This is an optimization exercise on Yosys and OpenROAD, whose aim is small area, a short achievable clock period and few clock cycles, not a production implementation.
Where RTL was checked, it was by simulation tests only, not by an equivalence proof against the original.
The clock port is modelled as an ideal driver; clocking choices that lean on that would not hold on a real chip.
Power and IR drop assume default switching activity.

// mult_div_unit
module mult_div_unit #(
  parameter int DATA_W    = mult_div_unit_pkg::MD_DATA_W,
  parameter int DIV_STEPS = mult_div_unit_pkg::MD_DIV_STEPS
) (
  input  logic              clk,
  input  logic              rst,
  input  logic              flush,
  input  logic              en,
  input  logic [5:0]        funct,
  input  logic [DATA_W-1:0] operand_1,
  input  logic [DATA_W-1:0] operand_2,
  output logic              busy,
  output logic [DATA_W-1:0] hi,
  output logic [DATA_W-1:0] lo,
  output logic              done
);
Size in the first run: about 140 I/O pins, roughly 27000 um^2 of cells after synthesis.
Settings: LEC_CHECK=0, CAP_MARGIN=20, CORE_MARGIN=2, CORE_UTILIZATION=40, SLEW_MARGIN=20; clock period 10.0 ns.
standard.sh (not shown) runs the stock make flow with config.mk's settings and CLKGATE_MAP_FILE= SYNTH_SCRIPT=/design/flow/synth_recipe.tcl, a recipe that flattens the netlist after the stock synthesis.
==> flow/flow/run.sh <==
#!/bin/bash
# Standard synthesis, then the standard layout with faster port buffers and a tighter
# timing-repair target aimed at the worst paths.
set -euo pipefail
bash standard.sh synth > synth.log 2>&1
bash standard.sh SETUP_SLACK_MARGIN=5.6 TNS_END_PERCENT=30 "BUFFER_PORTS_ARGS=-buffer_cell sky130_fd_sc_hd__buf_2" finish > layout.log 2>&1
The first run went through all stages and came out clean.
Testbench counts at the start, summed over its fixed seeds: cycles 30,141.
Rerun with:
--- a/flow/flow/run.sh
+++ b/flow/flow/run.sh
@@ -6 +6 @@
-bash standard.sh SETUP_SLACK_MARGIN=5.6 TNS_END_PERCENT=30 "BUFFER_PORTS_ARGS=-buffer_cell sky130_fd_sc_hd__buf_2" finish > layout.log 2>&1
+bash standard.sh SETUP_SLACK_MARGIN=5.4 TNS_END_PERCENT=10 "BUFFER_PORTS_ARGS=-buffer_cell sky130_fd_sc_hd__buf_2" finish > layout.log 2>&1
Result: Flip-flop and latch count stays the same; wire length came out lower by 1.1%; area after synthesis is unchanged; worst hold slack loses 0.0073 ns; total power came out lower by 3.4%; maximum frequency stays flat; count of clock-buffer cells in the layout came out lower by 1; sequential power came out higher by about 0.4%; first-iteration DRC count came out higher by 11%; worst setup slack barely changes.


== cedar ==
Another version of the RTL of mult_div_unit (not shown whole).
Size in the first run: roughly 3000 cells after synthesis, roughly 190 flip-flops, about 24000 um^2 of cells after synthesis.
==> flow/config.mk <==
export PLATFORM = sky130hd
export DESIGN_NAME = mult_div_unit
export DESIGN_NICKNAME = mult_div_unit
export VERILOG_FILES = /design/flow/design.v
export SDC_FILE = /design/flow/constraint.sdc
export NUM_CORES = 4
export LEC_CHECK = 0
export CAP_MARGIN = 20
export CORE_MARGIN = 2
export CORE_UTILIZATION = 40
export SLEW_MARGIN = 20
==> flow/constraint.sdc <==
create_clock -name core_clock -period 10.0 [get_ports {clk}]
set_input_delay 2.0000 -clock core_clock [delete_from_list [all_inputs] [get_ports {clk}]]
set_output_delay 2.0000 -clock core_clock [all_outputs]
set_load 0.01 [all_outputs]
==> flow/flow/run.sh <==
#!/bin/bash
# Standard synthesis, then the standard layout with faster port buffers, a tighter
# timing-repair target aimed at the worst paths, and gate downsizing after CTS
# (flow/downsize.tcl) that keeps the worst slack.
set -euo pipefail
F="$PWD/flow"
bash standard.sh synth > synth.log 2>&1
bash standard.sh SETUP_SLACK_MARGIN=5.4 TNS_END_PERCENT=10 \
  "BUFFER_PORTS_ARGS=-buffer_cell sky130_fd_sc_hd__buf_2" \
  "POST_CTS_TCL=$F/post_cts.tcl" finish > layout.log 2>&1
==> flow/flow/downsize.tcl <==
# Gate downsizing: give each combinational cell the smallest drive strength that keeps the
# worst setup slack from getting worse. Flip-flops, clock buffers, delay cells and port
# buffers are left alone.
proc md_downsize {} {
  set floor [sta::worst_slack_cmd max]
  set block [ord::get_db_block]
  set saved 0.0
  set changed 0
  set sizes {0 1 2 4 6 8 12 16}
  foreach inst [$block getInsts] {
    set master [$inst getMaster]
    set mname [$master getName]
    if {![regexp {^(sky130_fd_sc_hd__[a-z0-9]+)_([0-9]+)$} $mname -> base size]} { continue }
    if {[string match "*df*" $base] || [string match "*clk*" $base] || [string match "*dly*" $base]
        || [string match "*fill*" $base] || [string match "*tap*" $base] || [string match "*conb*" $base]
        || [string match "*lpflow*" $base] || [string match "*probe*" $base]} { continue }
    set iname [$inst getName]
    if {[string match "input*" $iname] || [string match "output*" $iname]} { continue }
    set w0 [$master getWidth]
    foreach s $sizes {
      if {$s >= $size} { break }
      set cand "${base}_${s}"
      if {[llength [get_lib_cells -quiet "*/$cand"]] == 0} { continue }
      if {[catch {replace_cell $iname $cand}]} { continue }
      if {[sta::worst_slack_cmd max] >= $floor} {
        set m1 [$inst getMaster]
        set saved [expr {$saved + ($w0 - [$m1 getWidth]) * [$m1 getHeight] / 1e6}]
        incr changed
        break
      }
      replace_cell $iname $mname
    }
  }
  puts "downsize: $changed cells, [format %.0f $saved] um2 saved, worst slack [format %.3f [sta::worst_slack -max]]"
}
==> flow/flow/post_cts.tcl <==
source [file join [file dirname [info script]] downsize.tcl]
md_downsize
cedar finished every step from synthesis to the final layout, and the layout passed the timing, design-rule and antenna checks.
Edits applied to the flow inputs when going from cedar to oak:
==> flow/flow/run.sh <==
#!/bin/bash
# Standard synthesis, then the standard layout with faster port buffers and a tighter
# timing-repair target aimed at the worst paths.
set -euo pipefail
bash standard.sh synth > synth.log 2>&1
bash standard.sh SETUP_SLACK_MARGIN=5.4 TNS_END_PERCENT=10 "BUFFER_PORTS_ARGS=-buffer_cell sky130_fd_sc_hd__buf_2" finish > layout.log 2>&1
removed: flow/flow/downsize.tcl
removed: flow/flow/post_cts.tcl
## What came out
Wire length of the first global-routing pass: oak vs cedar, no meaningful difference
As far as multi-input logic cell count is concerned, oak and cedar perform about the same.
When oak is set beside cedar, its final total power turns out to be about 3.4% larger.
Number of routed nets with antenna violations essentially unchanged between cedar and oak.
From cedar to oak the numbers moved as follows: amount of wire on met2 after detailed routing down 1.1%; multi-input combinational cell area now sits higher.
Relative contribution of combinational cells to total power on oak is up relative to cedar.
In oak, total detailed-routing wirelength is lower than in cedar.
No run of this note included a check of the RTL's function; only the layout flow was run.

[separate check: timing with driven ports]
In the flow no input, the clock included, has a driving cell. The finished layouts below were timed again as built, in two steps.
Step 1 assumes that a clkbuf_16 drives the clock port and a buf_2 every other input.
Step 2 moves the port delays by t, midway between the first and last clock arrival at a register: inputs arrive t later, outputs are due t later. That takes back most of the time a late clock gives input paths.
a / b / c = ideal ports / drivers / drivers and shift; a / b = the first two.
| run | t, ns | setup WS [ns] | hold WS [ns] |
|---|---|---|---|
| the first run of note 1 | 0.591 | 4.627 / 4.631 / 4.041 | 0.465 / 0.465 / 0.465 |
| the second run of note 1 | 0.588 | 4.628 / 4.641 / 4.053 | 0.458 / 0.458 / 0.458 |
| cedar | 0.576 | 5.000 / 5.000 / 4.518 | 0.497 / 0.497 / 0.497 |
| oak | 0.578 | 5.116 / 5.116 / 4.702 | 0.498 / 0.498 / 0.498 |
After both steps every run listed still meets setup and hold. The setup slack of the first run of note 1, which loses most, moves by +0.004 ns with the drivers and by -0.586 ns with both steps.
